Background: an optimization exercise with open tools, aiming at small area, a short achievable clock period and few clock cycles. Do not read the settings as production practice.
Only simulation tests tie the RTL to the original design; equivalence was not proved.
Power figures rest on the tool's default switching activity, not on a simulated workload.

<file path="design/flow/run.sh">
#!/bin/bash
# synth_recipe.tcl (not shown) runs the flow's synth.tcl, then flattens the netlist and writes it again
# the make line also repeats each setting of config.mk as NAME=value (left out here)
make -C /OpenROAD-flow-scripts/flow DESIGN_CONFIG=/design/flow/config.mk WORK_HOME=/design/flow/orfs CLKGATE_MAP_FILE= SYNTH_SCRIPT=/design/flow/synth_recipe.tcl finish
</file>
<file path="design/flow/constraint.sdc">
create_clock -name core_clock -period 5.0 [get_ports {rd_clk}]
set_input_delay 1.0000 -clock core_clock [delete_from_list [all_inputs] [get_ports {rd_clk}]]
set_output_delay 1.0000 -clock core_clock [all_outputs]
set_load 0.01 [all_outputs]
</file>
<file path="design/flow/config.mk">
export PLATFORM = sky130hd
export DESIGN_NAME = pkt_loopback_top
export DESIGN_NICKNAME = pkt_loopback_top
export VERILOG_FILES = /design/flow/design.v
export SDC_FILE = /design/flow/constraint.sdc
export NUM_CORES = 4
export LEC_CHECK = 0
export CAP_MARGIN = 20
export CORE_MARGIN = 2
export CORE_UTILIZATION = 40
export SLEW_MARGIN = 20
</file>
<file path="design/flow/design.v">
package pkt_loopback_pkg;
    typedef struct packed {
        logic                sop;
        logic                eop;
        logic [3-1:0] empty;
        logic [64-1:0]  data;
    } beat_t;
    typedef logic [$clog2(16 + 1)-1:0] beat_idx_t;
    typedef enum logic [1:0] {
        st_idle,
        st_load,
        st_send,
        st_done
    } tx_state_e;
endpackage
`timescale 1ns/1ns
module beat_fifo #(
    parameter int depth = 16
) (
    input  logic  rd_clk,
    input  logic  rd_rst_n,
    input  logic  push,
    input  pkt_loopback_pkg::beat_t push_data,
    output logic  full,
    input  logic  pop,
    output pkt_loopback_pkg::beat_t pop_data,
    output logic  pop_valid,
    output logic  empty
);
    localparam int aw = $clog2(depth);
    localparam logic [aw:0] full_level = (aw + 1)'(depth);
    logic [64+3+1:0] mem [depth];
    logic [aw-1:0] wr_ptr;
    logic [aw-1:0] rd_ptr;
    logic [aw:0]   count;
    logic          do_push;
    logic          do_pop;
    assign do_push = push && !full;
    assign do_pop  = pop && !empty;
    assign empty = (count == '0);
    assign full  = (count == full_level);
    always_ff @(posedge rd_clk or negedge rd_rst_n) begin
        if (!rd_rst_n) begin
            wr_ptr    <= '0;
            rd_ptr    <= '0;
            count     <= '0;
            pop_valid <= 1'b0;
        end else begin
            pop_valid <= do_pop;
            if (do_push) begin
                wr_ptr <= wr_ptr + aw'(1);
            end
            if (do_pop) begin
                rd_ptr <= rd_ptr + aw'(1);
            end
            case ({do_push, do_pop})
                2'b10:   count <= count + (aw + 1)'(1);
                2'b01:   count <= count - (aw + 1)'(1);
                default: count <= count;
            endcase
        end
    end
    always_ff @(posedge rd_clk) begin
        if (do_push) begin
            mem[wr_ptr] <= push_data;
        end
        if (do_pop) begin
            pop_data <= mem[rd_ptr];
        end
    end
endmodule
`timescale 1ns/1ns
module payload_incrementer (
    input  logic  rd_clk,
    input  logic  rd_rst_n,
    input  pkt_loopback_pkg::beat_t in_data,
    input  logic  in_valid,
    input  logic  in_empty,
    output logic  in_pop,
    output pkt_loopback_pkg::beat_t out_data,
    output logic  out_push,
    input  logic  out_full
);
    logic pending;
    assign in_pop = !pending && !in_empty && !out_full;
    always_ff @(posedge rd_clk or negedge rd_rst_n) begin
        if (!rd_rst_n) begin
            pending  <= 1'b0;
            out_push <= 1'b0;
        end else begin
            out_push <= in_valid;
            if (in_pop) begin
                pending <= 1'b1;
            end else if (out_push) begin
                pending <= 1'b0;
            end
        end
    end
    always_ff @(posedge rd_clk) begin
        if (in_valid) begin
            out_data      <= in_data;
            out_data.data <= in_data.data + 64'(1);
        end
    end
endmodule
`timescale 1ns/1ns
module frame_buffer (
    input  logic      rd_clk,
    input  logic      wr_en,
    input  pkt_loopback_pkg::beat_idx_t wr_idx,
    input  pkt_loopback_pkg::beat_t     wr_beat,
    input  pkt_loopback_pkg::beat_idx_t rd_idx,
    output pkt_loopback_pkg::beat_t     rd_beat
);
    localparam int aw = $clog2(16);
    logic [64+3+1:0] mem [16];
    always_ff @(posedge rd_clk) begin
        if (wr_en) begin
            mem[wr_idx[aw-1:0]] <= wr_beat;
        end
    end
    assign rd_beat = mem[rd_idx[aw-1:0]];
endmodule
`timescale 1ns/1ns
module tx_frame_ctrl (
    input  logic      rd_clk,
    input  logic      rd_rst_n,
    input  logic      link_up,
    input  logic      fifo_empty,
    output logic      fifo_pop,
    input  pkt_loopback_pkg::beat_t     fifo_data,
    input  logic      fifo_valid,
    output logic      buf_wr_en,
    output pkt_loopback_pkg::beat_idx_t buf_wr_idx,
    output pkt_loopback_pkg::beat_idx_t buf_rd_idx,
    input  pkt_loopback_pkg::beat_t     buf_rd_beat,
    output logic      tx_valid,
    output pkt_loopback_pkg::beat_t     tx_beat,
    input  logic      tx_ready
);
    localparam pkt_loopback_pkg::beat_idx_t idx_one = pkt_loopback_pkg::beat_idx_t'(1);
    pkt_loopback_pkg::tx_state_e state;
    pkt_loopback_pkg::tx_state_e state_nxt;
    pkt_loopback_pkg::beat_idx_t load_idx;
    pkt_loopback_pkg::beat_idx_t frame_len;
    pkt_loopback_pkg::beat_idx_t send_idx;
    logic      last_beat;
    assign last_beat = (send_idx + idx_one) == frame_len;
    always_comb begin
        state_nxt = state;
        case (state)
            pkt_loopback_pkg::st_idle: begin
                if (link_up && !fifo_empty) begin
                    state_nxt = pkt_loopback_pkg::st_load;
                end
            end
            pkt_loopback_pkg::st_load: begin
                if (fifo_valid && fifo_data.eop) begin
                    state_nxt = pkt_loopback_pkg::st_send;
                end
            end
            pkt_loopback_pkg::st_send: begin
                if (tx_ready && last_beat) begin
                    state_nxt = pkt_loopback_pkg::st_done;
                end
            end
            default: state_nxt = pkt_loopback_pkg::st_idle;
        endcase
    end
    always_ff @(posedge rd_clk or negedge rd_rst_n) begin
        if (!rd_rst_n) begin
            state     <= pkt_loopback_pkg::st_idle;
            load_idx  <= '0;
            frame_len <= '0;
            send_idx  <= '0;
        end else begin
            state <= state_nxt;
            case (state)
                pkt_loopback_pkg::st_idle: begin
                    load_idx  <= '0;
                    frame_len <= '0;
                    send_idx  <= '0;
                end
                pkt_loopback_pkg::st_load: begin
                    if (fifo_valid) begin
                        load_idx <= load_idx + idx_one;
                        if (fifo_data.eop) begin
                            frame_len <= load_idx + idx_one;
                        end
                    end
                end
                pkt_loopback_pkg::st_send: begin
                    if (tx_ready) begin
                        send_idx <= send_idx + idx_one;
                    end
                end
                default: ;
            endcase
        end
    end
    assign fifo_pop   = (state == pkt_loopback_pkg::st_load) && !fifo_empty && !fifo_valid;
    assign buf_wr_en  = (state == pkt_loopback_pkg::st_load) && fifo_valid;
    assign buf_wr_idx = load_idx;
    assign buf_rd_idx = send_idx;
    assign tx_valid   = (state == pkt_loopback_pkg::st_send);
    always_comb begin
        tx_beat = '0;
        if (tx_valid) begin
            tx_beat.sop  = (send_idx == '0);
            tx_beat.eop  = last_beat;
            tx_beat.data = buf_rd_beat.data;
            if (last_beat) begin
                tx_beat.empty = buf_rd_beat.empty;
            end
        end
    end
endmodule
`timescale 1ns/1ns
module pkt_loopback_top (
    input  logic  rd_clk,
    input  logic  rd_rst_n,
    input  logic  link_up,
    input  logic  rx_valid,
    input  pkt_loopback_pkg::beat_t rx_beat,
    output logic  tx_valid,
    output pkt_loopback_pkg::beat_t tx_beat,
    input  logic  tx_ready
);
    pkt_loopback_pkg::beat_t     rx_pop_data;
    logic      rx_pop;
    logic      rx_pop_valid;
    logic      rx_empty;
    pkt_loopback_pkg::beat_t     tx_push_data;
    logic      tx_push;
    logic      tx_full;
    pkt_loopback_pkg::beat_t     tx_pop_data;
    logic      tx_pop;
    logic      tx_pop_valid;
    logic      tx_empty;
    logic      buf_wr_en;
    pkt_loopback_pkg::beat_idx_t buf_wr_idx;
    pkt_loopback_pkg::beat_idx_t buf_rd_idx;
    pkt_loopback_pkg::beat_t     buf_rd_beat;
    beat_fifo #(
        .depth     (16)
    ) rx_fifo (
        .rd_clk    (rd_clk),
        .rd_rst_n  (rd_rst_n),
        .push      (rx_valid),
        .push_data (rx_beat),
        .full      (),
        .pop       (rx_pop),
        .pop_data  (rx_pop_data),
        .pop_valid (rx_pop_valid),
        .empty     (rx_empty)
    );
    payload_incrementer u_incrementer (
        .rd_clk    (rd_clk),
        .rd_rst_n  (rd_rst_n),
        .in_data   (rx_pop_data),
        .in_valid  (rx_pop_valid),
        .in_empty  (rx_empty),
        .in_pop    (rx_pop),
        .out_data  (tx_push_data),
        .out_push  (tx_push),
        .out_full  (tx_full)
    );
    beat_fifo #(
        .depth     (16)
    ) tx_fifo (
        .rd_clk    (rd_clk),
        .rd_rst_n  (rd_rst_n),
        .push      (tx_push),
        .push_data (tx_push_data),
        .full      (tx_full),
        .pop       (tx_pop),
        .pop_data  (tx_pop_data),
        .pop_valid (tx_pop_valid),
        .empty     (tx_empty)
    );
    frame_buffer u_frame_buffer (
        .rd_clk    (rd_clk),
        .wr_en     (buf_wr_en),
        .wr_idx    (buf_wr_idx),
        .wr_beat   (tx_pop_data),
        .rd_idx    (buf_rd_idx),
        .rd_beat   (buf_rd_beat)
    );
    tx_frame_ctrl u_tx_ctrl (
        .rd_clk      (rd_clk),
        .rd_rst_n    (rd_rst_n),
        .link_up     (link_up),
        .fifo_empty  (tx_empty),
        .fifo_pop    (tx_pop),
        .fifo_data   (tx_pop_data),
        .fifo_valid  (tx_pop_valid),
        .buf_wr_en   (buf_wr_en),
        .buf_wr_idx  (buf_wr_idx),
        .buf_rd_idx  (buf_rd_idx),
        .buf_rd_beat (buf_rd_beat),
        .tx_valid    (tx_valid),
        .tx_beat     (tx_beat),
        .tx_ready    (tx_ready)
    );
endmodule
</file>
==> notes.md, run 1 <==
The global routing stage identified its most utilized layer as met2. The most used flip-flop cell after synthesis is edfxtp_1. STA puts the critical path data required time at 4000 ps. The starting utilization of the core area came out at 0.401. Share of post-route cells with drive strength above 1: 0.285. For the global-route wire length before repair, the log shows 424000 µm. The path class of the lowest-slack min-delay path is flop to flop. The tools report the standard cell area after detailed placement as 141000 µm². Once the clock tree was built, the resizer swapped 0 gates to a different size. The vias per cell came out at 5.55. The maximum fanout encountered on the critical timing path is 46, and the power density of the placed cells is 567 nW/µm².

Summed over all failing endpoints, the final setup total negative slack is 0 ps. On the critical path, the stage with the largest delay is an instance of mux4_1. The async set-reset flop share out of synthesis was 0.0134.

The floorplan die area is 336000 µm², and the number of stages on the worst setup path is 5. The tools report the maximum clock frequency as 209 MHz. For the count of max-cap constraint violations, the log shows 0. Setup repair after global routing left no endpoint under its margin. The worst-case IR drop observed on VDD is 485 µV. The static leakage came out at 46.1 nW. Post-synthesis instance total: 5302. Worst slew margin relative to its limit: 0.259.

Counting the buffers created by CTS gives 336. The post-synthesis sequential area ratio came out at 0.792. The initialized floorplan defines 211 standard-cell rows. The worst path arrival time was 3790 ps; the clock input transition at the sequential cells of the worst setup and hold paths was 60 ps.

The number of nets handed over by synthesis was 5407. The run finished with no timing, DRC or antenna violations. The DRC violation count after routing was 0; the maximum number of pins on one net before global-route repair was 90.

The synthesized design contains 3452 enable-type register cells. Port buffering added 142 buffers. The height of the die was 579 µm; the largest stage delay on the critical path was 630 ps. The worst setup path is of the flop to primary output kind.

The weighted congestion reported at the end of routability-driven placement was 0.772; the number of buffers between clock root and the deepest sink was 4. For the worst-skew pair, the clock arrives at the later sink with an insertion delay of 870 ps. The combined area of all synthesized cells was 132000 µm²; the number of antenna-violating nets in the routed design was 0.

From synthesis to final layout, the design area changed by 14.3%. The kind of capture point of the worst setup path was a primary output. For this run, the detailed router's first-pass iteration total came to 5. For the violation count after the first detailed-routing iteration, the log shows 5628. The logs give 0 for the number of failing hold endpoints at the final stage and 152000 µm for the estimated wirelength of the detail-placed design. The count of nets after finishing is 5804. The number of sinks handled by clock tree synthesis is 3499, and the number of antenna violations at the first check in global routing is 69. The average instance area after synthesis is 25.0 µm², and the routed wire length is 293000 µm.

For the total of fill cells in the finished design, the log shows 26900. After detailed routing, the average wire length per cell comes to 28.4 µm. The leading cell type in the layout, fill and taps excluded was edfxtp_1. The fraction of met3 tracks used by global routing came out at 0.0262. The total congestion overflow after global routing was 0. The root buffer selected by CTS is clkbuf_16.

The count of buffering cells on the critical path with inverters included came out at 2. The region available for standard cell placement spans 330000 µm². Synthesis inferred 3499 register bits. Traced cell by cell, the critical path runs through buf_12, mux4_1, mux4_2, and2_1, clkdlybuf4s50_1.

The I/O pin count was 144. The top cell types in the final layout, fill and taps aside, are edfxtp_1 (3452), mux4_2 (995), clkbuf_16 (348). The count of H-tree levels built during CTS is 5. The die is 579 µm wide. The measured slew at the worst slew-check pin is 1110 ps, and the via count of the first global-routing pass is 59600.

Setup violations remaining at the end of the flow were counted as 0. During synthesis, Yosys emitted a total of 4 warnings. The cell count of the worst reg-to-reg path is 11. TritonCTS built the clock tree. The fraction of the cycle the final worst path needs was 0.958. On the critical path the largest part of the delay comes from multiplexers.

Synthesis instantiated 51 different standard cells from the library. Final-report max-slew violation count: 0. The met2 global-route usage is 0.287, and the number of cells on the worst hold path is 0. The overall via count from detail_route is 57200.

The run gives 0.246 as the met1 layer usage reported by global route. Kind of start point of the critical path: a flop. Final period demand of the worst path: 4790 ps. The overall track demand over capacity in global routing was 0.174; the final clock skew was 34.0 ps. The final standard cell area without fillers is 151000 µm².
[cells in the mapped netlist, types with 4 or more instances]
cell	instances	area, µm²
and3_1	8	50.1
buf_1	21	78.8
dfrtp_1	47	1180
buf_2	58	290
nor2_1	62	233
clkbuf_1	142	533
xnor2_1	49	429
buf_6	26	293
nor2b_1	7	43.8
o21ai_0	25	125
nand2_1	57	214
nand4_1	29	181
nor4_1	10	62.6
nor3_1	22	110
edfxtp_1	3452	104000
and4_1	6	52.6
ha_1	29	363
inv_1	32	120
a21oi_1	6	30.0
mux4_1	20	526
nand2b_1	10	62.6
mux4_2	995	22400
xor2_1	44	385
a21o_1	4	30.0
and2_1	64	400
nand3_1	36	180
[state kept, by name, summed over array words and instances (netlist names)]
signal and flops:
tx_fifo.wr_ptr 4, u_tx_ctrl.state 2, tx_fifo.pop_data 68, u_tx_ctrl.frame_len 5
rx_fifo.pop_valid 1, u_incrementer.out_push 1, u_incrementer.out_data 68, rx_fifo.mem 1088
u_tx_ctrl.send_idx 5, tx_fifo.count 5, u_incrementer.pending 1, u_tx_ctrl.load_idx 5
rx_fifo.rd_ptr 4, tx_fifo.pop_valid 1, tx_fifo.mem 1088, rx_fifo.wr_ptr 4
tx_fifo.rd_ptr 4, rx_fifo.count 5, u_frame_buffer.mem 1072, rx_fifo.pop_data 68
[area by class of cell]
cell class,count,area (µm²),share of cell area
sequential,3499,105000,0.693
antenna,9,22.5,0.000149
tap,4366,5460,0.0361
inverter,32,120,0.000794
multi-input combinational,1520,26700,0.176
clock buffer,419,8990,0.0594
clock inverter,166,1470,0.00972
timing repair buffer,310,3690,0.0244
[path summary, 6_finish.rpt]
| path | from | slack (ps) | to |
|---|---|---|---|
| min reg2reg | rx_fifo.pop_data[66]$_DFFE_PP_ | 420 | u_incrementer.out_data[66]$_DFFE_PP_ |
| max reg2reg | u_tx_ctrl.state[1]$_DFFE_PN0P_ | 1600 | tx_fifo.count[4]$_DFFE_PN0P_ |
| min | rx_fifo.pop_data[66]$_DFFE_PP_ | 420 | u_incrementer.out_data[66]$_DFFE_PP_ |
| min in group asynchronous | rd_rst_n | 480 | rx_fifo.wr_ptr[0]$_DFFE_PN0P_ |
| max in group asynchronous | rd_rst_n | 3480 | tx_fifo.rd_ptr[2]$_DFFE_PN0P_ |
| max | u_tx_ctrl.send_idx[0]$_DFFE_PN0P_ | 210 | tx_beat[41] |
[stage by stage]
| step | power (W) | util | hold WS, ps | setup WS (ps) | cells |
|---|---|---|---|---|---|
| 2_1_floorplan | 0.0540 | - | 400 | -44.6 | 5302 |
| 3_3_place_gp | 0.0619 | 0.427 | 406 | 926 | 9723 |
| 3_5_place_dp | 0.0623 | 0.427 | 406 | 933 | 9724 |
| 4_1_cts | 0.0868 | 0.458 | 417 | 25.4 | 10300 |
| 5_1_grt | 0.0892 | 0.458 | 430 | 14.4 | 10300 |
| 6_report | 0.0859 | 0.459 | 423 | 212 | 10300 |
[kinds of logic (layout without fill, tap and decap cells)]
| logic type | count (synthesis) | after routing | synth area share |
|---|---|---|---|
| xor gates and xnor gates | 93 | 93 | 0.00615 |
| buffers and inverters | 283 | 927 | 0.0103 |
| other | 0 | 9 | 0 |
| DFF | 3499 | 3499 | 0.792 |
| AOI/OAI and AO/OA | 48 | 48 | 0.00221 |
| and+or+nand+nor | 327 | 327 | 0.0130 |
| adders and majority gates | 31 | 31 | 0.00304 |
| muxes | 1021 | 1021 | 0.174 |
[repair_timing]
item,in CTS,in global routing
setup buffers,1,1
setup endpoints to repair,10,6
hold buffers,1,0
hold endpoints to repair,2,0
gates cloned,0,0
[where the power goes]
part	internal, W	leakage [nW]	switching, W
logic	0.00975	9.20	0.0105
registers	0.0378	31.8	0.00336
clock network	0.0141	5.13	0.0105
[per-layer routing]
layer  vias up  part of all wire
met4        38             0.021
met1     31400              0.43
met5         -           0.00085
li1      23700                 -
met2      1723              0.49
met3       463             0.056
Testbench counts, summed over its fixed seeds: cycles 13,852.
==> run 2: changes to the inputs <==
==> design/flow/design.v (replaced) <==
package pkt_loopback_pkg;
    typedef struct packed {
        logic                sop;
        logic                eop;
        logic [3-1:0] empty;
        logic [64-1:0]  data;
    } beat_t;
    typedef logic [$clog2(16 + 1)-1:0] beat_idx_t;
    typedef enum logic [1:0] {
        st_idle,
        st_load,
        st_send,
        st_done
    } tx_state_e;
endpackage
`timescale 1ns/1ns
module pkt_loopback_top (
    input  logic  rd_clk,
    input  logic  rd_rst_n,
    input  logic  link_up,
    input  logic  rx_valid,
    input  pkt_loopback_pkg::beat_t rx_beat,
    output logic  tx_valid,
    output pkt_loopback_pkg::beat_t tx_beat,
    input  logic  tx_ready
);
    localparam int N = 15;           
    localparam int W = 64 + 3 + 1;    
    logic [W-1:0] mem [N];
    logic [N-1:0] wr_oh;             
    logic [N-1:0] rd_oh;             
    logic [3:0]   cnt;               
    logic [W-1:0] wr_word;
    logic [W-1:0] head;
    assign wr_word = {rx_beat.eop,
                      rx_beat.empty & {3{rx_beat.eop}},
                      rx_beat.data + 64'(1)};
    always_ff @(posedge rd_clk) begin
        for (int i = 0; i < N; i++) begin
            if (rx_valid && wr_oh[i]) begin
                mem[i] <= wr_word;
            end
        end
    end
    always_comb begin
        head = '0;
        for (int i = 0; i < N; i++) begin
            head = head | (mem[i] & {W{rd_oh[i]}});
        end
    end
    logic         out_full;          
    logic         next_sop;          
    logic [W-1:0] out_word;
    logic         out_sop;
    logic         accept;
    logic         load;
    logic         out_full_nxt;
    assign accept       = tx_valid && tx_ready;
    assign load         = (cnt != 4'd0) && (!out_full || accept);
    assign out_full_nxt = load || (out_full && !accept);
    always_ff @(posedge rd_clk or negedge rd_rst_n) begin
        if (!rd_rst_n) begin
            wr_oh    <= N'(1);
            rd_oh    <= N'(1);
            cnt      <= '0;
            out_full <= 1'b0;
            tx_valid <= 1'b0;
            next_sop <= 1'b1;
        end else begin
            if (rx_valid) begin
                wr_oh <= {wr_oh[N-2:0], wr_oh[N-1]};
            end
            if (load) begin
                rd_oh    <= {rd_oh[N-2:0], rd_oh[N-1]};
                next_sop <= head[W-1];
            end
            cnt      <= cnt + {3'd0, rx_valid} - {3'd0, load};
            out_full <= out_full_nxt;
            tx_valid <= out_full_nxt && link_up;
        end
    end
    always_ff @(posedge rd_clk) begin
        if (load) begin
            out_word <= head;
            out_sop  <= next_sop;
        end
    end
    assign tx_beat = {out_sop, out_word};
endmodule
==> notes.md, run 2 <==
The highest-delay cell along the critical path was xor2_1. The post-synthesis instance total is 2128 (-60%), and the estimated wirelength of the detail-placed design is 60300 µm (-60%). The logs give 22600 (-60%) for the overall via count from detail_route and 37 (-27%) for the number of unique standard cell types used by synthesis. Routed wire length: 115000 µm (-61%).

The total number of yosys warnings was 2 (-2); the starting utilization of the core area was 0.402 (+0.00112). The post-placement setup slack was 556 ps (-377 ps); the layout-stage area growth over the synthesis result was 17.1%. The switching power total is 0.00380 W (-84%), and the sequential cell area is 33700 µm² (-68%). The tools report the area of the placeable core as 101000 µm² (-69%). For the global-route wire length before repair, the log shows 163000 µm (-62%). Path type of the worst setup path: input pin to flop.

The DRC violation count after routing was 0 (unchanged). The library cells used most frequently in the layout, excluding fill and tap cells, are edfxtp_1 (1089), a22oi_1 (272), clkdlybuf4s50_1 (141). The I/O pin count was 144 (unchanged); the number of sinks handled by clock tree synthesis was 1126 (-68%).

The cell sitting at the root of the clock tree is a clkbuf_16. edfxtp_1 takes more of the synthesized area than any other cell. The tools report the endpoint of the most critical register-to-register path as cnt[1]$_DFF_PN0_. For the cts-stage hold buffer count, the log shows 0 (-1). The weighted congestion reported at the end of routability-driven placement was 0.824 (+6.8%). The clock input transition at the sequential cells of the worst setup and hold paths works out to 60 ps (about the same).

The run finished with no timing, DRC or antenna violations. The count of max-cap constraint violations is 0 (unchanged). Total of fill cells in the finished design: 8374 (-69%). In the post-synthesis netlist, the cell with the most instances is edfxtp_1.

The run gives 32.4 ps (-1.60 ps) as the final clock skew. The violation count after the first detailed-routing iteration was 3121 (-45%); the maximum fanout encountered on the critical timing path was 15 (-67%). The logs give 0.219 (+0.0450) for the overall track demand over capacity in global routing and 6890 µm² (-74%) for the footprint of the multi-input gates. The share of post-route cells with drive strength above 1 works out to 0.126 (-0.158). Internal power: 0.0152 W (-75%).

Setup slack on the worst flop-to-flop path: 2280 ps (+680 ps). The async set-reset flop share out of synthesis is 0.0329 (+0.0194). The die width is 323 µm (-44%), and the fraction of the cycle the final worst path needs is 0.787 (-0.170). The run gives 0.0190 W (-78%) as the post-layout total power.

Traced cell by cell, the critical path runs through clkdlybuf4s50_1, ha_1, nand4_1, nor3_1, nand4_1, nor3_1, xor2_1. The post-synthesis sequential area ratio came out at 0.824 (+0.0322). By area the synthesized netlist is led by edfxtp_1 (80%), a22oi_1 (5.0%), dfrtp_1 (2.1%).

The total congestion overflow after global routing is 0 (unchanged), and the largest stage delay on the critical path is 880 ps (+250 ps). The worst vdd rail ir drop is 261 µV (-46%). Tracing the worst setup path back leads to its startpoint at rx_beat[0]. For the number of buffers between clock root and the deepest sink, the log shows 3 (-1).

The number of synthesized flops with an enable pin was 1089 (-68%). For the floorplan die area, the log shows 105000 µm² (-69%). The most used flip-flop cell after synthesis is edfxtp_1. The tools report the number of rows in the core area as 117 (-45%). TritonCTS built the clock tree. The worst setup path is captured at a flop. The average instance area after synthesis works out to 19.2 µm² (-23%). The number of search-and-repair iterations in the first detailed-routing pass is 8 (+3), and the worst path arrival time is 4250 ps (+460 ps). The worst path required time was 5310 ps (+1310 ps).

For the share of total power in the clock network, the log shows 0.414 (+0.128). The top-area cell type share of the netlist area was 0.801 (+0.0183). The logs give 0 (unchanged) for the final-report max-slew violation count and 14.8 nW (-68%) for the static leakage. The synthesized net count was 2209 (-59%). The tools report the worst slew margin relative to its limit as 0.210 (-0.0491).

The commonest cells after synthesis are edfxtp_1 (1089), a22oi_1 (272), clkbuf_1 (112), nand4_1 (95), and3_1 (81). The count of H-tree levels built during CTS was 3 (-2); the power density of the placed cells was 398 nW/µm² (-30%). The largest registers in the layout are mem x1020, out_word x68. The combinational cell fraction of total power is 0.034 (-0.201). The vias per cell works out to 6.00 (+8.1%). The clock insertion delay at the later pin of the skew report was 680 ps (-190 ps); the via count of the first global-routing pass was 22700 (-62%). The count of cells resized by post-cts repair came out at 0 (unchanged). The logs give 0 (unchanged) for the number of antenna-violating nets in the routed design and 40800 µm² (-69%) for the combined area of all synthesized cells. The number of flip-flops under the largest register name was 1020; the setup fix buffers added after clock tree synthesis was 0 (-1).

The measured slew at the worst slew-check pin came out at 1180 ps (+67.9 ps). Worst reg2reg path startpoint: cnt[2]$_DFF_PN0_. The number of antenna violations at the first check in global routing is 2 (-97%).

The clock buffer count from CTS came out at 108 (-68%). The worst-case setup margin in the final layout is 1060 ps (+852 ps), and the power share of the sequential group is 0.552 (+0.073). The maximum clock frequency was 254 MHz (+22%); the final period demand of the worst path was 3940 ps (-852 ps). The sum of negative setup slack is 0 ps (unchanged).

Number of failing hold endpoints at the final stage: 0 (unchanged). Path class of the lowest-slack min-delay path: input pin to async pin. The total of flip-flops plus latches after synthesis was 1126 (-68%).

The maximum number of pins on one net before global-route repair was 52 (-42%); the switching share of power was 0.200 (-0.0829). Cell count of the worst reg-to-reg path: 10 (-1). Kind of start point of the critical path: an input pin. The average detailed-routed wire length per instance came out at 30.5 µm (+7.5%). Count of nets after finishing: 2401 (-59%). The total setup violations reported at the end of the flow is 0 (unchanged). Leading cell type in the layout, fill and taps excluded: edfxtp_1. The height of the die came out at 323 µm (-44%). Counting flops per register, the top entry is mem. Setup repair after global routing left no endpoint under its margin. The total of buffers placed on input and output ports came out at 142 (unchanged).
[run 2: cell types whose count changed in the layout (fill, tap and decap cells not counted), sizes merged, moves of 41 or more]
cell	previous run	this run
and3	8	82
edfxtp	3452	1089
a221oi	1	68
buf	168	69
nor2	62	12
nand4	29	97
clkbuf	419	141
and2	64	23
clkinv	125	44
a22o	2	68
a22oi	0	272
a222oi	0	68
mux4	1015	0
[run 2: worst max-delay path: cells and delay by family]
kind | cells | cell delay, ps
XOR/XNOR | 1 | 880
adder cells (fa/ha/maj) | 1 | 290
AND/OR/NAND/NOR | 4 | 1530
buffers and inverters | 1 | 540
[run 2: logic make-up (layout without fill, tap and decap cells)]
group	Yosys count	count (layout)	share of synthesized area
DFF	1126	1126	0.824
AOI/OAI and AO/OA	479	479	0.0963
and+or+nand+nor	281	281	0.0422
buffers and inverters	140	420	0.0131
xor gates and xnor gates	64	64	0.0137
muxes	31	31	0.00855
adders and majority gates	7	7	0.00233
other	0	1	0
[run 2: per-stage QoR]
| stage | util | hold WS (ps) | instance area (µm²) | std cells |
|---|---|---|---|---|
| 2_1_floorplan | - | 457 | 40800 | 2128 |
| 3_3_place_gp | 0.436 | 512 | 44200 | 3577 |
| 3_5_place_dp | 0.436 | 517 | 44200 | 3577 |
| 4_1_cts | 0.469 | 465 | 47600 | 3775 |
| 5_1_grt | 0.471 | 518 | 47800 | 3776 |
| 6_report | 0.471 | 454 | 47800 | 3777 |
[run 2: final cells by class]
cell class,count,area share
Antenna cell,1,0.0000523
Clock buffer,140,0.0599
Clock inverter,58,0.0109
Inverter,11,0.000863
Multi-Input combinational cell,862,0.144
Sequential cell,1126,0.704
Tap cell,1368,0.0358
Timing Repair Buffer,211,0.0444
[run 2: power by group through the flow]
stage	Sequential [W]	Clock (W)	Combinational, W
2_1_floorplan	0.0107	0	0.000227
3_3_place_gp	0.0107	0	0.000618
3_5_place_dp	0.0107	0	0.000642
4_1_cts	0.0105	0.00800	0.000647
5_1_grt	0.0105	0.00837	0.000706
6_report	0.0105	0.00787	0.000650
[run 2: worst max-delay path by stage]
stage,end,depth (start not counted)
4_1_cts,mem[10][60]$_DFFE_PP_,7
3_3_place_gp,mem[3][60]$_DFFE_PP_,7
6_report,mem[2][60]$_DFFE_PP_,7
5_1_grt,mem[0][60]$_DFFE_PP_,7
3_5_place_dp,mem[13][60]$_DFFE_PP_,7
2_1_floorplan,cnt[2]$_DFF_PN0_,9
[run 2: layer usage]
metal / vias to the layer above / global-route usage / part of all wire
met1: 11900 / 0.303 / 0.41
met4: 4 / 0.0614 / 0.023
met2: 1190 / 0.360 / 0.48
li1: 9410 / - / -
met3: 165 / 0.0354 / 0.088
met5: - / 0 / 0.00025
Testbench counts of run 2, summed over its fixed seeds: cycles 4,712.
==> run 3: changes to the inputs <==
--- a/design/flow/config.mk
+++ b/design/flow/config.mk
@@ -7,2 +7,3 @@
 export LEC_CHECK = 0
+export ABC_CLOCK_PERIOD_IN_PS = 2000
 export CAP_MARGIN = 20
@@ -10,2 +11,3 @@
 export CORE_UTILIZATION = 40
+export SETUP_SLACK_MARGIN = 3.0
 export SLEW_MARGIN = 20
==> notes.md, run 3 <==
The run finished with no timing, DRC or antenna violations. The maximum number of pins on one net before global-route repair was 65 (+25%); the overall track demand over capacity in global routing was 0.251 (+0.0317). The number of unique standard cell types used by synthesis is 37 (unchanged). The mux share of post-synthesis cell area is 0.00855 (unchanged). In the final layout, the registers with the most flip-flops are mem x1020, out_word x68.

Leading cell type in the layout, fill and taps excluded: edfxtp_1. The layout-stage area growth over the synthesis result is 29.9%. Yosys attributes the largest share of cell area to edfxtp_1 (80%), a22oi_1 (5.0%), dfrtp_1 (2.1%). Overall via count from detail_route: 24800 (+9.6%).

The number of failing hold endpoints at the final stage came out at 0 (unchanged). The register with the most flip-flops in the final layout is mem. The post-synthesis sequential area ratio is 0.824 (unchanged), and the number of buffers between clock root and the deepest sink is 3 (unchanged). The critical path starts at rx_beat[9]. The logs give 0.0199 W (+4.6%) for the post-layout total power and 1126 (unchanged) for the number of sinks handled by clock tree synthesis. The setup slack on the worst flop-to-flop path was 3030 ps (+750 ps); the final period demand of the worst path was 2510 ps (-1430 ps). The number of flip-flops under the largest register name is 1020 (unchanged), and the number of antenna violations at the first check in global routing is 8 (+6). The run gives 0 (unchanged) as the cts-stage hold buffer count. Via count of the first global-routing pass: 24100 (+6.2%). The clock input transition at the sequential cells of the worst setup and hold paths came out at 60 ps (about the same). The worst path required time was 5440 ps (+130 ps). The average detailed-routed wire length per instance is 33.2 µm (+8.8%), and the static leakage is 17.3 nW (+18%).

Worst slew margin relative to its limit: 0.343 (+0.133). In this run the worst hold path is classified as input pin to async pin. The combinational cell fraction of total power is 0.047 (+0.013), and the total setup violations reported at the end of the flow is 0 (unchanged). The main combinational cell family by area after synthesis was compound AO/OA/AOI/OAI gates.

Setup repair after global routing could not meet its margin everywhere. Compound-gate portion of the synthesized area: 0.0963 (unchanged). The worst path arrival time was 2950 ps (-1300 ps). Maximum fanout encountered on the critical timing path: 7 (-8).

The tools report the post-synthesis instance total as 2128 (unchanged). Power share of the sequential group: 0.527 (-0.025). Clock buffer count from CTS: 112 (+3.7%).

Path type of the worst setup path: input pin to flop. The final-report max-slew violation count came out at 0 (unchanged). The measured slew at the worst slew-check pin is 986 ps (-191 ps). Most used standard cell by instance count after synthesis: edfxtp_1. The worst setup path is launched from an input pin.

The weighted congestion reported at the end of routability-driven placement is 0.794 (-3.7%), and the total placed cells including tap cells is 3565 (-0.34%). The run gives 40800 µm² (unchanged) as the combined area of all synthesized cells. The adder and majority gate portion of the synthesized area is 0.00233 (unchanged), and the number of rows in the core area is 117 (unchanged). The power density of the placed cells was 375 nW/µm² (-5.7%); the number of antenna-violating nets in the routed design was 0 (unchanged).

The switching power total is 0.00410 W (+7.9%), and the height of the die is 323 µm (unchanged). The total number of yosys warnings was 2 (unchanged). The final standard cell count with taps included and fillers excluded was 4017 (+6.4%). The logs give 0.402 (unchanged) for the starting utilization of the core area and 53000 µm² (+11%) for the final standard cell area without fillers. For the share of total power in the clock network, the log shows 0.425 (+0.011).

TritonCTS built the clock tree. The logs give 3 (unchanged) for the count of H-tree levels built during CTS and 2209 (unchanged) for the synthesized net count. The total of flip-flops plus latches after synthesis works out to 1126 (unchanged).

The estimated wirelength of the detail-placed design is 59600 µm (-1.0%). For the count of max-cap constraint violations, the log shows 0 (unchanged). The post-synthesis share of cell area spent on and, or, nand and nor gates is 0.0422 (unchanged), and the top-area cell type share of the netlist area is 0.801 (unchanged). Sum of negative setup slack: 0 ps (unchanged).

The share of post-route cells with drive strength above 1 is 0.299 (+0.173). Vias per cell: 6.18 (+3.0%). The die width is 323 µm (unchanged), and the number of search-and-repair iterations in the first detailed-routing pass is 8 (unchanged).

The I/O pin count was 144 (unchanged); the post-synthesis xor/xnor area fraction was 0.0137 (unchanged). Counting instances in the post-synthesis netlist gives the leading cell types as edfxtp_1 (1089), a22oi_1 (272), clkbuf_1 (112), nand4_1 (95), and3_1 (81). The cell count of the worst reg-to-reg path is 4 (-6), and the DRC violation count after routing is 0 (unchanged). The violation count after the first detailed-routing iteration is 3976 (+27%). For the global-route wire length before repair, the log shows 183000 µm (+12%). The async set-reset flop share out of synthesis is 0.0329 (unchanged). The maximum clock frequency is 398 MHz (+57%). Final core utilization: 0.523 (+0.0513). The area of the placeable core is 101000 µm² (unchanged). The tools report the worst vdd rail ir drop as 289 µV (+11%). Kind of capture point of the worst setup path: a flop.

The standard cell area after detailed placement was 45200 µm² (+2.1%). The worst register-to-register path begins at rd_oh[5]$_DFFE_PN0P_. The number of synthesized flops with an enable pin was 1089 (unchanged).

The root buffer selected by CTS is clkbuf_16. The floorplan die area was 105000 µm² (unchanged); the switching share of power was 0.206 (+0.00623). Leaving out fill and tap cells, the most frequent cells in the layout are edfxtp_1 (1089), a22oi_1 (272), clkbuf_16 (122). The clock insertion delay at the later pin of the skew report is 710 ps (+30 ps), and the count of nets after finishing is 2633 (+9.7%). Average instance area after synthesis: 19.2 µm² (unchanged).

The fraction of the cycle the final worst path needs was 0.502 (-0.285). The most area-hungry cell type in the Yosys netlist was edfxtp_1. The total of buffers placed on input and output ports is 142 (unchanged). The most used flip-flop cell after synthesis is edfxtp_1. The routed wire length came out at 134000 µm (+16%). The total congestion overflow after global routing came out at 0 (unchanged). The tools report the total of fill cells in the finished design as 7742 (-7.5%).

The internal power came out at 0.0158 W (+3.8%). For the final clock skew, the log shows 39.6 ps (+7.21 ps). The endpoint of the most critical register-to-register path was out_word[14]$_DFFE_PP_.
[run 3: cell counts after synthesis]
No cell type changed its count.
[run 3: worst max-delay path by stage]
| stage | depth (start not counted) | endpoint |
|---|---|---|
| global placement | 7 | mem[8][58]$_DFFE_PP_ |
| detailed placement | 7 | mem[11][60]$_DFFE_PP_ |
| CTS | 9 | mem[5][52]$_DFFE_PP_ |
| floorplan | 5 | mem[0][30]$_DFFE_PP_ |
| finish | 9 | mem[0][52]$_DFFE_PP_ |
| global route | 9 | mem[1][52]$_DFFE_PP_ |
[run 3: worst max-delay path, stage by stage]
cell       delay [ps]
buf_12             80
nand4_4           100
or4_4             630
nor3_4            230
buf_12            140
buf_12            110
nand4_1           230
xnor2_4           230
clkbuf_16         170
[run 3: area by class of cell]
class	count	area, µm²	area share
Antenna cell	1	2.50	0.0000472
Timing Repair Buffer	425	5310	0.100
Inverter	11	43.8	0.000826
Clock inverter	75	762	0.0144
Sequential cell	1126	33700	0.635
Tap cell	1368	1710	0.0323
Clock buffer	135	2940	0.0555
Multi-Input combinational cell	876	8580	0.162
[run 3: routing by layer]
layer / part of all wire / GRT usage / vias to the layer above
met3: 0.11 / 0.0496 / 262
li1: - / - / 9916
met4: 0.034 / 0.0912 / 6
met5: 0.00031 / 0 / -
met1: 0.37 / 0.336 / 12900
met2: 0.48 / 0.408 / 1680
[run 3: cell families (layout without fill, tap and decap cells)]
family                   after synthesis  count (layout)
flip-flops                          1126            1126
XOR/XNOR                              64              66
AO/OA/AOI/OAI                        479             479
other                                  0               1
multiplexers                          31              31
buffers and inverters                140             646
adder cells (fa/ha/maj)                7               7
AND/OR/NAND/NOR                      281             293
[run 3: power by group through the flow]
stage	sequential (W)	combinational (W)	clock, W
detailed placement	0.0107	0.000715	0
global route	0.0105	0.00100	0.00893
floorplan	0.0107	0.000296	0
global placement	0.0107	0.000681	0
finish	0.0105	0.000942	0.00846
CTS	0.0105	0.000889	0.00853
[run 3: metrics by stage]
| stage | hold slack [ps] | setup slack, ps |
|---|---|---|
| CTS | 468 | 2460 |
| global placement | 510 | 691 |
| floorplan | 498 | 2240 |
| finish | 465 | 2490 |
| global route | 525 | 2490 |
| detailed placement | 518 | 638 |
[run 3: what timing repair did]
| item | CTS | global route |
|---|---|---|
| pin swaps | 99 | 58 |
| setup endpoints to repair | 2159 | 860 |
| setup buffers | 156 | 42 |
| gates cloned | 37 | 6 |
| resized for setup | 810 | 62 |
==> run 4: changes to the inputs <==
--- a/design/flow/config.mk
+++ b/design/flow/config.mk
@@ -11,3 +11,3 @@
 export CORE_UTILIZATION = 40
-export SETUP_SLACK_MARGIN = 3.0
+export SETUP_SLACK_MARGIN = 2.5
 export SLEW_MARGIN = 20
==> notes.md, run 4 <==
The via count of the first global-routing pass was 23500 (-2.8%); the worst path arrival time was 3010 ps (+60 ps). The DRC violation count after routing was 0 (unchanged). Number of synthesized flops with an enable pin: 1089 (unchanged).

The count of max-cap constraint violations is 0 (unchanged), and the layout-stage area growth over the synthesis result is 21.5%. The power density of the placed cells works out to 391 nW/µm² (+4.2%). The run gives 15.7 nW (-9.3%) as the static leakage. The post-synthesis share of cell area spent on and, or, nand and nor gates was 0.0422 (unchanged). The number of antenna-violating nets in the routed design is 0 (unchanged). Setup repair after global routing could not meet its margin everywhere. The number of rows in the core area is 117 (unchanged), and the clock input transition at the sequential cells of the worst setup and hold paths is 60 ps (about the same). The critical path goes through clkdlybuf4s50_1, buf_4, and2_4, buf_12. The final standard cell count with taps included and fillers excluded is 3832 (-4.6%), and the mux share of post-synthesis cell area is 0.00855 (unchanged). Sorting the synthesized cells by area gives the leading types as edfxtp_1 (80%), a22oi_1 (5.0%), dfrtp_1 (2.1%). The post-synthesis instance total was 2128 (unchanged). The total of fill cells in the finished design was 8218 (+6.1%); the global-route wire length before repair was 167000 µm (-8.6%). The tools report the floorplan die area as 105000 µm² (unchanged).

The synthesized design spends more area on one cell type than any other, namely edfxtp_1. On the critical path the largest part of the delay comes from buffers and inverters. The setup slack on the worst flop-to-flop path came out at 2500 ps (-530 ps). The largest registers in the layout are mem x1020, out_word x68. The fraction of the cycle the final worst path needs is 0.534 (+0.0319), and the routed wire length is 119000 µm (-11%). On the critical path, the stage with the largest delay is an instance of and2_4. The post-layout total power is 0.0194 W (-2.5%).

The min-delay analysis places its worst path in the category input pin to async pin. For the synthesized net count, the log shows 2209 (unchanged). The average detailed-routed wire length per instance came out at 31.0 µm (-6.7%).

Vias per cell: 6.04 (-2.2%). The total of flip-flops plus latches after synthesis was 1126 (unchanged); the total placed cells including tap cells was 3573 (+0.22%). The run gives 0 (unchanged) as the total setup violations reported at the end of the flow. The flow ran to the end and the layout has no timing, DRC or antenna violations. In this run the clock root is driven by a clkbuf_16. The logs give 0 (unchanged) for the final-report max-slew violation count and 3 (unchanged) for the count of H-tree levels built during CTS. The average instance area after synthesis was 19.2 µm² (unchanged). Yosys instantiated no cell more often than edfxtp_1. The worst register-to-register path ends at out_word[5]$_DFFE_PP_. The weighted congestion reported at the end of routability-driven placement was 0.755 (-4.9%). The logs give 37 (unchanged) for the number of unique standard cell types used by synthesis and 3197 (-20%) for the violation count after the first detailed-routing iteration. The overall via count from detail_route is 23100 (-6.7%).

For the worst vdd rail ir drop, the log shows 258 µV (-11%). The overall track demand over capacity in global routing is 0.226 (-0.0253), and the number of flip-flops under the largest register name is 1020 (unchanged). The total number of yosys warnings is 2 (unchanged), and the total of buffers placed on input and output ports is 142 (unchanged). The logs give 0.402 (unchanged) for the starting utilization of the core area and 0.270 (-0.0728) for the worst slew margin relative to its limit.

The maximum fanout encountered on the critical timing path was 35 (+28). The top cell types in the final layout, fill and taps aside, are edfxtp_1 (1089), a22oi_1 (272), clkbuf_16 (112). The run gives 6 (-2) as the number of search-and-repair iterations in the first detailed-routing pass. For the post-synthesis sequential area ratio, the log shows 0.824 (unchanged). For the I/O pin count, the log shows 144 (unchanged). Most used flip-flop cell after synthesis: edfxtp_1.

For the clock insertion delay at the later pin of the skew report, the log shows 700 ps (about the same). STA classifies the critical path endpoint as a flop. The logs give 0 (unchanged) for the cts-stage hold buffer count and 0 (unchanged) for the total congestion overflow after global routing.

The tools report the sequential cell area as 33700 µm² (about the same). Count of buffering cells on the critical path with inverters included: 3 (-1). The count of nets after finishing was 2465 (-6.4%); the adder and majority gate portion of the synthesized area was 0.00233 (unchanged).

The worst register-to-register path begins at rd_oh[0]$_DFFE_PN1P_. The height of the die came out at 323 µm (unchanged). The commonest cells after synthesis are edfxtp_1 (1089), a22oi_1 (272), clkbuf_1 (112), nand4_1 (95), and3_1 (81).

The cell count of the worst reg-to-reg path was 4 (unchanged); the final clock skew was 26.8 ps (-12.8 ps). Async set-reset flop share out of synthesis: 0.0329 (unchanged). The leading cell type in the layout, fill and taps excluded was edfxtp_1. The clock buffer count from CTS came out at 111 (-0.89%). Maximum number of pins on one net before global-route repair: 86 (+32%). The top-area cell type share of the netlist area works out to 0.801 (unchanged). The compound-gate portion of the synthesized area was 0.0963 (unchanged). The combined area of all synthesized cells is 40800 µm² (unchanged). The tools report the estimated wirelength of the detail-placed design as 58600 µm (-1.8%).

The worst path required time was 5340 ps (-100 ps). By area, the combinational part of the netlist is dominated by compound AO/OA/AOI/OAI gates. The critical path in this run is classified as input pin to flop. The share of post-route cells with drive strength above 1 was 0.195 (-0.104); the largest stage delay on the critical path was 750 ps (+120 ps).

The run gives 0 ps (unchanged) as the sum of negative setup slack. The final period demand of the worst path is 2670 ps (+160 ps), and the post-synthesis xor/xnor area fraction is 0.0137 (unchanged). The number of sinks handled by clock tree synthesis was 1126 (unchanged).

The run gives 3 (unchanged) as the number of buffers between clock root and the deepest sink. TritonCTS built the clock tree. Maximum clock frequency: 375 MHz (-6.0%).

The worst setup path is launched from an input pin. The footprint of the multi-input gates was 7820 µm² (-8.9%); the die width was 323 µm (unchanged). The top register by number of flip-flops was mem. The number of antenna violations at the first check in global routing is 3 (-5). The number of failing hold endpoints at the final stage was 0 (unchanged); the measured slew at the worst slew-check pin was 1100 ps (+109 ps).

The tools report the area of the placeable core as 101000 µm² (unchanged).
run 4: cell families after synthesis:
kind of cell               Yosys count
DFF                               1126
AOI/OAI and AO/OA                  479
and+or+nand+nor                    281
buffers and inverters              140
xor gates and xnor gates            64
muxes                               31
adders and majority gates            7
run 4: power breakdown:
group	leakage (nW)	total, W	switching (W)	internal, W
Combinational	3.81	0.000710	0.000423	0.000287
Clock	1.72	0.00818	0.00347	0.00470
Sequential	10.2	0.0105	0.0000396	0.0105
Total	15.7	0.0194	0.00394	0.0155
run 4: cell type report:
type	count	area share
timing repair buffer	271	0.0573
sequential	1126	0.679
multi-input combinational	863	0.158
inverter	11	0.000832
antenna	1	0.0000505
tap	1368	0.0345
clock buffer	133	0.0581
clock inverter	59	0.0130
run 4: worst max-delay path by stage:
stage	slack, ps	cells past startpoint	endpoint	startpoint
global placement	590	7	mem[0][60]$_DFFE_PP_	rx_beat[0]
finish	2330	4	mem[8][54]$_DFFE_PP_	rx_valid
floorplan	2240	5	mem[0][30]$_DFFE_PP_	rx_beat[10]
detailed placement	450	7	mem[7][60]$_DFFE_PP_	rx_beat[0]
global route	2300	4	mem[4][5]$_DFFE_PP_	rx_valid
CTS	2370	4	mem[9][29]$_DFFE_PP_	rx_valid
run 4: per-stage QoR:
step / cell area (µm²) / hold slack [ps] / setup slack [ps] / util
2_1_floorplan: 41500 / 499 / 2240 / -
3_3_place_gp: 44800 / 513 / 588 / 0.442
3_5_place_dp: 44800 / 518 / 452 / 0.442
4_1_cts: 49300 / 516 / 2370 / 0.486
5_1_grt: 49600 / 348 / 2300 / 0.489
6_report: 49600 / 315 / 2330 / 0.489
run 4: routing by layer:
| metal | GRT usage | wire length (µm) |
|---|---|---|
| met1 | 0.306 | 46700 |
| met4 | 0.0758 | 3440 |
| met3 | 0.0347 | 11000 |
| met5 | 0 | 11 |
| met2 | 0.373 | 57600 |
run 4: what timing repair did:
action                                  in CTS  in global routing
gates cloned                                 3                  1
endpoints found under the setup margin    1321                920
gates resized for setup                    269                 52
buffers inserted                            44                 17
pin swaps                                   34                 24
==> run 5: changes to the inputs <==
--- a/design/flow/design.v
+++ b/design/flow/design.v
@@ -33,3 +33,2 @@
     logic [W-1:0] wr_word;
-    logic [W-1:0] head;
     assign wr_word = {rx_beat.eop,
@@ -44,8 +43,2 @@
     end
-    always_comb begin
-        head = '0;
-        for (int i = 0; i < N; i++) begin
-            head = head | (mem[i] & {W{rd_oh[i]}});
-        end
-    end
     logic         out_full;          
@@ -57,5 +50,17 @@
     logic         out_full_nxt;
+    logic         ne;                
+    logic [3:0]   cnt_nxt;
+    logic [N-1:0] sel;               
+    logic [W-1:0] out_word_nxt;
     assign accept       = tx_valid && tx_ready;
-    assign load         = (cnt != 4'd0) && (!out_full || accept);
+    assign load         = ne && (!out_full || accept);
     assign out_full_nxt = load || (out_full && !accept);
+    assign cnt_nxt      = cnt + {3'd0, rx_valid} - {3'd0, load};
+    assign sel          = rd_oh & {N{load}};
+    always_comb begin
+        out_word_nxt = out_word & {W{!load}};
+        for (int i = 0; i < N; i++) begin
+            out_word_nxt = out_word_nxt | (mem[i] & {W{sel[i]}});
+        end
+    end
     always_ff @(posedge rd_clk or negedge rd_rst_n) begin
@@ -65,2 +70,3 @@
             cnt      <= '0;
+            ne       <= 1'b0;
             out_full <= 1'b0;
@@ -74,5 +80,6 @@
                 rd_oh    <= {rd_oh[N-2:0], rd_oh[N-1]};
-                next_sop <= head[W-1];
+                next_sop <= out_word_nxt[W-1];
             end
-            cnt      <= cnt + {3'd0, rx_valid} - {3'd0, load};
+            cnt      <= cnt_nxt;
+            ne       <= (cnt_nxt != 4'd0);
             out_full <= out_full_nxt;
@@ -82,6 +89,4 @@
     always_ff @(posedge rd_clk) begin
-        if (load) begin
-            out_word <= head;
-            out_sop  <= next_sop;
-        end
+        out_word <= out_word_nxt;
+        out_sop  <= load ? next_sop : out_sop;
     end
--- a/design/flow/config.mk
+++ b/design/flow/config.mk
@@ -7,7 +7,7 @@
 export LEC_CHECK = 0
-export ABC_CLOCK_PERIOD_IN_PS = 2000
+export ABC_CLOCK_PERIOD_IN_PS = 1200
 export CAP_MARGIN = 20
 export CORE_MARGIN = 2
-export CORE_UTILIZATION = 40
-export SETUP_SLACK_MARGIN = 2.5
+export CORE_UTILIZATION = 65
+export SETUP_SLACK_MARGIN = 2.7
 export SLEW_MARGIN = 20
==> notes.md, run 5 <==
Share of total power in the clock network: 0.411 (-0.011). The fraction of the cycle the final worst path needs came out at 0.539 (+0.00488). Setup repair after global routing could not meet its margin everywhere. Final standard cell count with taps included and fillers excluded: 3556 (-7.2%). The run gives 146 (+70%) as the maximum number of pins on one net before global-route repair.

The height of the die was 255 µm (-21%); the DRC violation count after routing was 0 (unchanged). The count of nets after finishing was 2704 (+9.7%); the number of failing hold endpoints at the final stage was 0 (unchanged). The number of rows in the core area is 91 (-22%), and the overall track demand over capacity in global routing is 0.404 (+0.179).

The tools report the root buffer selected by CTS as clkbuf_16. The maximum fanout encountered on the critical timing path came out at 15 (-57%). The largest registers in the layout are mem x1020, out_word x68.

The most area-hungry cell type in the Yosys netlist was edfxtp_1. The maximum clock frequency was 371 MHz (-0.91%). The tools report the number of antenna violations at the first check in global routing as 2 (-1). The count of max-cap constraint violations came out at 0 (unchanged). The clock buffer count from CTS is 107 (-3.6%). The final clock skew came out at 22.3 ps (-4.46 ps). The total of flip-flops plus latches after synthesis is 1127 (+0.089%), and the async set-reset flop share out of synthesis is 0.0337 (+0.000858). The run gives 0 (unchanged) as the cts-stage hold buffer count. Ranked by total cell area, the synthesized netlist is headed by edfxtp_1 (75%), dfxtp_1 (3.3%), a22oi_1 (3.1%). The weighted congestion reported at the end of routability-driven placement was 0.819 (+8.5%); the sum of negative setup slack was 0 ps (unchanged). Path type of the worst setup path: input pin to flop. In the synthesized netlist, the cells that appear most often are edfxtp_1 (1021), a22oi_1 (168), a221oi_1 (120), a22o_1 (120), clkbuf_1 (115).

The internal power is 0.0158 W (+2.5%). The leading cell type in the layout, fill and taps excluded was edfxtp_1. The worst path required time is 5430 ps (+90 ps). The min-delay analysis places its worst path in the category input pin to async pin. For the overall via count from detail_route, the log shows 26200 (+13%).

The average instance area after synthesis came out at 17.9 µm² (-6.5%). The estimated wirelength of the detail-placed design is 56600 µm (-3.5%). The tools report the number of antenna-violating nets in the routed design as 0 (unchanged). Kind of capture point of the worst setup path: a flop. The global-route wire length before repair came out at 182000 µm (+8.6%).

Vias per cell: 7.37 (+22%). The tools report the count of H-tree levels built during CTS as 3 (unchanged). For the floorplan die area, the log shows 65000 µm² (-38%). The run gives 3168 (-11%) as the total placed cells including tap cells. The top-area cell type share of the netlist area came out at 0.749 (-0.0519). The logs give 61900 µm² (-39%) for the area of the placeable core and 44600 µm² (-0.51%) for the standard cell area after detailed placement. In the layout the commonest cells are edfxtp_1 (1021), a22oi_1 (168), a22o_1 (120), a221oi_1 (120), clkbuf_16 (115).

Top register by number of flip-flops: mem. The worst setup path is launched from an input pin. Launching element of the worst setup path: rx_beat[10]. For the final standard cell area without fillers, the log shows 51600 µm² (+4.1%). The post-synthesis sequential area ratio was 0.806 (-0.0181); the share of post-route cells with drive strength above 1 was 0.265 (+0.0702). Power share of the sequential group: 0.527 (-0.015). The run gives 0.00429 W (+9.1%) as the switching power total.

For the sequential cell area, the log shows 33100 µm² (-1.7%). For the final hold slack, the log shows 346 ps (+30.5 ps). The total congestion overflow after global routing is 0 (unchanged).

The die width was 255 µm (-21%); the worst vdd rail ir drop was 436 µV (+69%). Clock input transition at the sequential cells of the worst setup and hold paths: 60 ps (about the same). The final-report max-slew violation count came out at 0 (unchanged).

Total setup violations reported at the end of the flow: 0 (unchanged). The layout-stage area growth over the synthesis result came out at 26.1%. Post-synthesis instance total: 2281 (+7.2%).

The number of flip-flops under the largest register name came out at 1020 (unchanged). The worst register-to-register path begins at tx_valid$_DFF_PN0_. The tools report the combined area of all synthesized cells as 40900 µm² (+0.25%). The average detailed-routed wire length per instance works out to 37.8 µm (+22%).

The run gives 3 (unchanged) as the number of buffers between clock root and the deepest sink. The flow ran to the end and the layout has no timing, DRC or antenna violations. The logs give 6 (unchanged) for the number of search-and-repair iterations in the first detailed-routing pass and 2895 (-65%) for the total of fill cells in the finished design. The total of buffers placed on input and output ports was 142 (unchanged). For the violation count after the first detailed-routing iteration, the log shows 4312 (+35%).

The number of sinks handled by clock tree synthesis came out at 1127 (+0.089%). The worst slew margin relative to its limit is 0.243 (-0.0274), and the total number of yosys warnings is 2 (unchanged). TritonCTS built the clock tree.

Static leakage: 17.0 nW (+8.0%). The number of synthesized flops with an enable pin works out to 1021 (-6.2%). The footprint of the multi-input gates is 9360 µm² (+20%), and the worst path arrival time is 3120 ps (+110 ps). The final period demand of the worst path is 2690 ps (+24.4 ps), and the routed wire length is 134000 µm (+13%). The switching share of power was 0.213 (+0.0102). The power density of the placed cells is 390 nW/µm² (-0.22%).

For this run, the leading register cell type out of synthesis is edfxtp_1. The run gives 25800 (+9.9%) as the via count of the first global-routing pass. The starting utilization of the core area was 0.661 (+0.258); the combinational cell fraction of total power was 0.063 (+0.026). The synthesized net count was 2361 (+6.9%).

In the post-synthesis netlist, the cell with the most instances is edfxtp_1. For the I/O pin count, the log shows 144 (unchanged). The number of unique standard cell types used by synthesis came out at 44 (+19%). The measured slew at the worst slew-check pin was 1130 ps (+32.9 ps).

The run gives 680 ps (-20 ps) as the clock insertion delay at the later pin of the skew report.
==> run 5: path summary, 6_finish.rpt <==
check	end	slack (ps)	cells after the start
min reg2reg	out_word[66]$_DFF_P_	440	2
max reg2reg	ne$_DFF_PN0_	2590	10
max in group asynchronous	rd_oh[3]$_DFFE_PN0P_	4160	1
max	mem[9][59]$_DFFE_PP_	2310	9
min	wr_oh[10]$_DFFE_PN0P_	350	1
min in group core_clock	out_word[66]$_DFF_P_	440	2
==> run 5: cells by family after synthesis <==
family / after synthesis / share of synthesized area
xor+xnor: 65 / 0.0139
compound gates: 546 / 0.113
buf+inv: 163 / 0.0150
fa+ha+maj: 6 / 0.00202
simple gates: 359 / 0.0462
mux: 15 / 0.00413
flops: 1127 / 0.806
==> run 5: per-stage QoR <==
stage,util,worst slack (ps),total power [W]
2_1_floorplan,-,1770,0.0112
3_3_place_gp,0.720,825,0.0117
3_5_place_dp,0.720,756,0.0118
4_1_cts,0.821,2440,0.0200
5_1_grt,0.833,2220,0.0206
6_report,0.833,2310,0.0201
==> run 5: layout make-up <==
cell class              count  area share
flip-flops and latches   1127       0.641
multi-input cells        1011       0.181
repair buffers            357      0.0864
clock buffers             139      0.0566
well taps                 837      0.0203
clock inverters            62      0.0127
inverters                  20     0.00160
diodes                      3    0.000145
==> run 5: power groups by stage <==
| stage | clock [W] | sequential [W] | combinational (W) |
|---|---|---|---|
| 6_report | 0.00827 | 0.0106 | 0.00126 |
| 5_1_grt | 0.00862 | 0.0106 | 0.00133 |
| 4_1_cts | 0.00820 | 0.0106 | 0.00116 |
| 3_5_place_dp | 0 | 0.0108 | 0.00101 |
| 3_3_place_gp | 0 | 0.0108 | 0.000970 |
| 2_1_floorplan | 0 | 0.0108 | 0.000424 |
==> run 5: routing by layer <==
metal	global-route usage	up-vias	wire length, µm
met5	0	-	0
met4	0.193	0	8060
met3	0.0941	510	19000
met2	0.649	2373	63700
met1	0.531	13100	43600
li1	-	10200	-
==> run 5: what timing repair did <==
item	4_1_cts	5_1_grt
pin swaps	74	45
setup endpoints to repair	1660	829
gates cloned	30	7
resized for setup	530	140
buffers inserted	109	38
==> run 5: critical path, cell delays in order <==
cell     delay, ps
buf_8           70
nand4_1        190
nor4_4         670
nand4_4        170
buf_12         170
buf_12         130
nor4_4         370
xor2_4         150
buf_12         170
Testbench counts of run 5, summed over its fixed seeds: cycles 4,712.
==> run 6: changes to the inputs <==
--- a/design/flow/design.v
+++ b/design/flow/design.v
@@ -31,3 +31,2 @@
     logic [N-1:0] rd_oh;             
-    logic [3:0]   cnt;               
     logic [W-1:0] wr_word;
@@ -51,3 +50,3 @@
     logic         ne;                
-    logic [3:0]   cnt_nxt;
+    logic         one;               
     logic [N-1:0] sel;               
@@ -57,3 +56,3 @@
     assign out_full_nxt = load || (out_full && !accept);
-    assign cnt_nxt      = cnt + {3'd0, rx_valid} - {3'd0, load};
+    assign one          = |({rd_oh[N-2:0], rd_oh[N-1]} & wr_oh);
     assign sel          = rd_oh & {N{load}};
@@ -69,3 +68,2 @@
             rd_oh    <= N'(1);
-            cnt      <= '0;
             ne       <= 1'b0;
@@ -82,4 +80,3 @@
             end
-            cnt      <= cnt_nxt;
-            ne       <= (cnt_nxt != 4'd0);
+            ne       <= rx_valid || (ne && !(load && one));
             out_full <= out_full_nxt;
--- a/design/flow/config.mk
+++ b/design/flow/config.mk
@@ -7,7 +7,7 @@
 export LEC_CHECK = 0
-export ABC_CLOCK_PERIOD_IN_PS = 1200
+export ABC_CLOCK_PERIOD_IN_PS = 500
 export CAP_MARGIN = 20
 export CORE_MARGIN = 2
-export CORE_UTILIZATION = 65
-export SETUP_SLACK_MARGIN = 2.7
+export CORE_UTILIZATION = 50
+export SETUP_SLACK_MARGIN = 3.0
 export SLEW_MARGIN = 20
==> notes.md, run 6 <==
The run finished with no timing, DRC or antenna violations. The static leakage was 17.7 nW (+4.4%); the combined area of all synthesized cells was 40800 µm² (-0.42%). The most common cell in the synthesized netlist is edfxtp_1.

The logs give 2540 ps (+233 ps) for the worst-case setup margin in the final layout and 0.280 (+0.0371) for the worst slew margin relative to its limit. The footprint of the multi-input gates was 9180 µm² (-2.0%). For the final clock skew, the log shows 28.3 ps (+5.96 ps). By area, the combinational part of the netlist is dominated by compound AO/OA/AOI/OAI gates. The most area-hungry cell type in the Yosys netlist is edfxtp_1. The largest stage delay on the critical path was 330 ps (-340 ps); the floorplan die area was 83800 µm² (+29%).

The tools report the kind of capture point of the worst setup path as a flop. The number of antenna-violating nets in the routed design was 0 (unchanged). The final hold slack was 424 ps (+79.0 ps); the DRC violation count after routing was 0 (unchanged).

Leaving out fill and tap cells, the most frequent cell in the layout is edfxtp_1. The run gives 0.807 (+0.000958) as the post-synthesis sequential area ratio. The tools report the worst path arrival time as 2890 ps (-230 ps). The path class of the lowest-slack min-delay path is input pin to async pin. The violation count after the first detailed-routing iteration was 4089 (-5.2%).

The tools report the via count of the first global-routing pass as 25400 (-1.6%). The top cell types in the final layout, fill and taps aside, are edfxtp_1 (1021), a22oi_1 (362), nand3_1 (128). The tools report the I/O pin count as 144 (unchanged).

The clock input transition at the sequential cells of the worst setup and hold paths was 60 ps (about the same); the maximum number of pins on one net before global-route repair was 71 (-51%). Average detailed-routed wire length per instance: 35.6 µm (-5.7%). The layout-stage area growth over the synthesis result was 29.4%; the number of failing hold endpoints at the final stage was 0 (unchanged). For the estimated wirelength of the detail-placed design, the log shows 60900 µm (+7.7%).

Setup repair after global routing could not meet its margin everywhere. The maximum fanout encountered on the critical timing path works out to 15 (unchanged). The total of buffers placed on input and output ports works out to 142 (unchanged).

The synthesized net count is 2447 (+3.6%), and the clock insertion delay at the later pin of the skew report is 690 ps (about the same). Ranked by instance count, the synthesized netlist is headed by edfxtp_1 (1021), a22oi_1 (362), nand3_1 (143), nor2_1 (138), clkbuf_1 (128). The count of H-tree levels built during CTS is 3 (unchanged), and the total congestion overflow after global routing is 0 (unchanged).

The total setup violations reported at the end of the flow was 0 (unchanged). TritonCTS built the clock tree. The measured slew at the worst slew-check pin was 1080 ps (-51.2 ps); the number of flip-flops under the largest register name was 1020 (unchanged). The async set-reset flop share out of synthesis is 0.0303 (-0.00344). STA classifies the critical path startpoint as an input pin.

The count of nets after finishing is 2849 (+5.4%), and the adder and majority gate portion of the synthesized area is 0.000307 (-0.00171). The count of max-cap constraint violations was 0 (unchanged); the post-synthesis instance total was 2372 (+4.0%). Post-placement setup slack: 657 ps (-99.6 ps). The clock buffer count from CTS was 113 (+5.6%).

The number of buffers between clock root and the deepest sink came out at 3 (unchanged). The total number of yosys warnings was 2 (unchanged). In the final layout, the registers with the most flip-flops are mem x1020, out_word x68. For the maximum clock frequency, the log shows 406 MHz (+9.5%). The top-area cell type share of the netlist area works out to 0.752 (+0.00317).

The mux share of post-synthesis cell area came out at 0.00414 (+0.0000175). The share of post-route cells with drive strength above 1 came out at 0.295 (+0.0298). Post-synthesis xor/xnor area fraction: 0.0133 (-0.000586).

met2 is the most crowded layer. The met2 global-route usage was 0.529 (-0.120). The tools report the number of rows in the core area as 104 (+14%). Total of flip-flops plus latches after synthesis: 1123 (-0.35%).

For the number of sinks handled by clock tree synthesis, the log shows 1123 (-0.35%). The logs give 0 ps (unchanged) for the sum of negative setup slack and 5430 ps (about the same) for the worst path required time. The tools report the routed wire length as 140000 µm (+4.3%). The compound-gate portion of the synthesized area was 0.107 (-0.00643); the post-synthesis share of cell area spent on and, or, nand and nor gates was 0.0546 (+0.00839).

The fraction of met3 tracks used by global routing is 0.0515 (-0.0426). The number of antenna violations at the first check in global routing is 6 (+4). The height of the die was 289 µm (+14%). The power density of the placed cells came out at 375 nW/µm² (-3.8%). The sequential cell area was 33100 µm² (about the same). The number of synthesized flops with an enable pin is 1021 (unchanged).

The vias per cell works out to 6.70 (-9.2%). The worst vdd rail ir drop was 285 µV (-35%). The overall track demand over capacity in global routing was 0.328 (-0.0760); the fraction of the cycle the final worst path needs was 0.492 (-0.0466).

The average instance area after synthesis was 17.2 µm² (-4.2%); the die width was 289 µm (+14%). The tools report the met1 layer usage reported by global route as 0.462 (-0.0691). On the critical path, the stage with the largest delay is an instance of nor4_4.

For the weighted congestion reported at the end of routability-driven placement, the log shows 0.831 (+1.4%). Ranked by total cell area, the synthesized netlist is headed by edfxtp_1 (75%), a22oi_1 (6.7%), dfxtp_1 (3.3%). The root buffer cell chosen for the clock tree is clkbuf_16. The run gives 0 (unchanged) as the final-report max-slew violation count. Walking the worst path, the cells encountered are buf_12, buf_4, buf_6, nand4_1, nor4_4, buf_6, and3_4, nand4_1, xnor2_4, buf_12.

The global-route wire length before repair is 191000 µm (+5.0%), and the cell count of the worst reg-to-reg path is 5 (-5). The area of the placeable core was 80500 µm² (+30%); the final period demand of the worst path was 2460 ps (-233 ps). For this run, the leading register cell type out of synthesis is edfxtp_1.

For the total of fill cells in the finished design, the log shows 5361 (+85%). The starting utilization of the core area came out at 0.506 (-0.155). The top register by number of flip-flops was mem. The number of search-and-repair iterations in the first detailed-routing pass came out at 9 (+3). The path type of the worst setup path is input pin to flop. For the number of unique standard cell types used by synthesis, the log shows 41 (-6.8%).

For the overall via count from detail_route, the log shows 26300 (+0.44%).
[run 6: changes by cell type in the layout (fill, tap and decap cells not counted), moves of 60 or more]
| cell | delta |
|---|---|
| a22oi_1 | +194 |
| nand3_1 | +112 |
| a22o_1 | -99 |
| a221oi_1 | -97 |
| buf_6 | +83 |
| a41oi_1 | -60 |
[run 6: routing by layer]
layer  vias to the layer above  part of all wire
met5                         -          0.000057
met4                         2             0.035
met3                       264              0.11
met2                      1807              0.48
met1                     13700              0.37
li1                      10500                 -
[run 6: layout make-up]
| type | count | area share |
|---|---|---|
| clock inverter | 54 | 0.0106 |
| multi-input combinational | 1108 | 0.174 |
| inverter | 11 | 0.00128 |
| clock buffer | 156 | 0.0611 |
| sequential | 1123 | 0.627 |
| tap | 1060 | 0.0252 |
| antenna | 3 | 0.000142 |
| timing repair inverter | 1 | 0.000214 |
| timing repair buffer | 416 | 0.100 |
[run 6: critical path, delay by kind of cell]
kind,cells,cell delay (ps)
buffers and inverters,5,620
AND/OR/NAND/NOR,4,1000
XOR/XNOR,1,240
[run 6: through the flow]
stage / power, W / util / instance area, µm² / cells
floorplan: 0.0108 / - / 41700 / 2372
global placement: 0.0111 / 0.554 / 44600 / 3493
detailed placement: 0.0112 / 0.554 / 44700 / 3493
CTS: 0.0198 / 0.644 / 51900 / 3876
global route: 0.0202 / 0.655 / 52700 / 3930
finish: 0.0198 / 0.655 / 52700 / 3932
[run 6: timing repair]
item	CTS	global route
pin swaps	76	41
endpoints found under the setup margin	2090	1064
hold buffers	0	0
buffers inserted	145	47
cloned	28	6
gates resized for setup	860	74
[run 6: logic make-up after synthesis]
logic type               after synthesis
AO/OA/AOI/OAI                        560
XOR/XNOR                              62
adder cells (fa/ha/maj)                1
buffers and inverters                155
flip-flops                          1123
multiplexers                          15
AND/OR/NAND/NOR                      456
[run 6: final timing paths]
path | slack (ps) | from | endpoint
hold / removal | 420 | rd_rst_n | out_full$_DFF_PN0_
setup reg to reg | 2970 | rd_oh[10]$_DFFE_PN0P_ | ne$_DFF_PN0_
hold reg to reg | 490 | out_word[67]$_DFF_P_ | out_word[67]$_DFF_P_
max in group asynchronous | 3940 | rd_rst_n | rd_oh[7]$_DFFE_PN0P_
setup / recovery | 2540 | rx_beat[11] | mem[8][46]$_DFFE_PP_
min in group core_clock | 490 | out_word[67]$_DFF_P_ | out_word[67]$_DFF_P_
[run 6: report_power, final]
| group | switching [W] | internal, W |
|---|---|---|
| Sequential | 0.0000777 | 0.0103 |
| Clock | 0.00355 | 0.00501 |
| Combinational | 0.000423 | 0.000403 |
Testbench counts of run 6, summed over its fixed seeds: cycles 4,712.

Re-timed with assumed drivers on the ports (clkbuf_16 on the clock, buf_2 on other inputs), run 6 has 2.548 ns of setup slack against 2.539 ns with ideal ports, and 1.804 ns once port delays also move by the mid clock arrival of 0.744 ns.
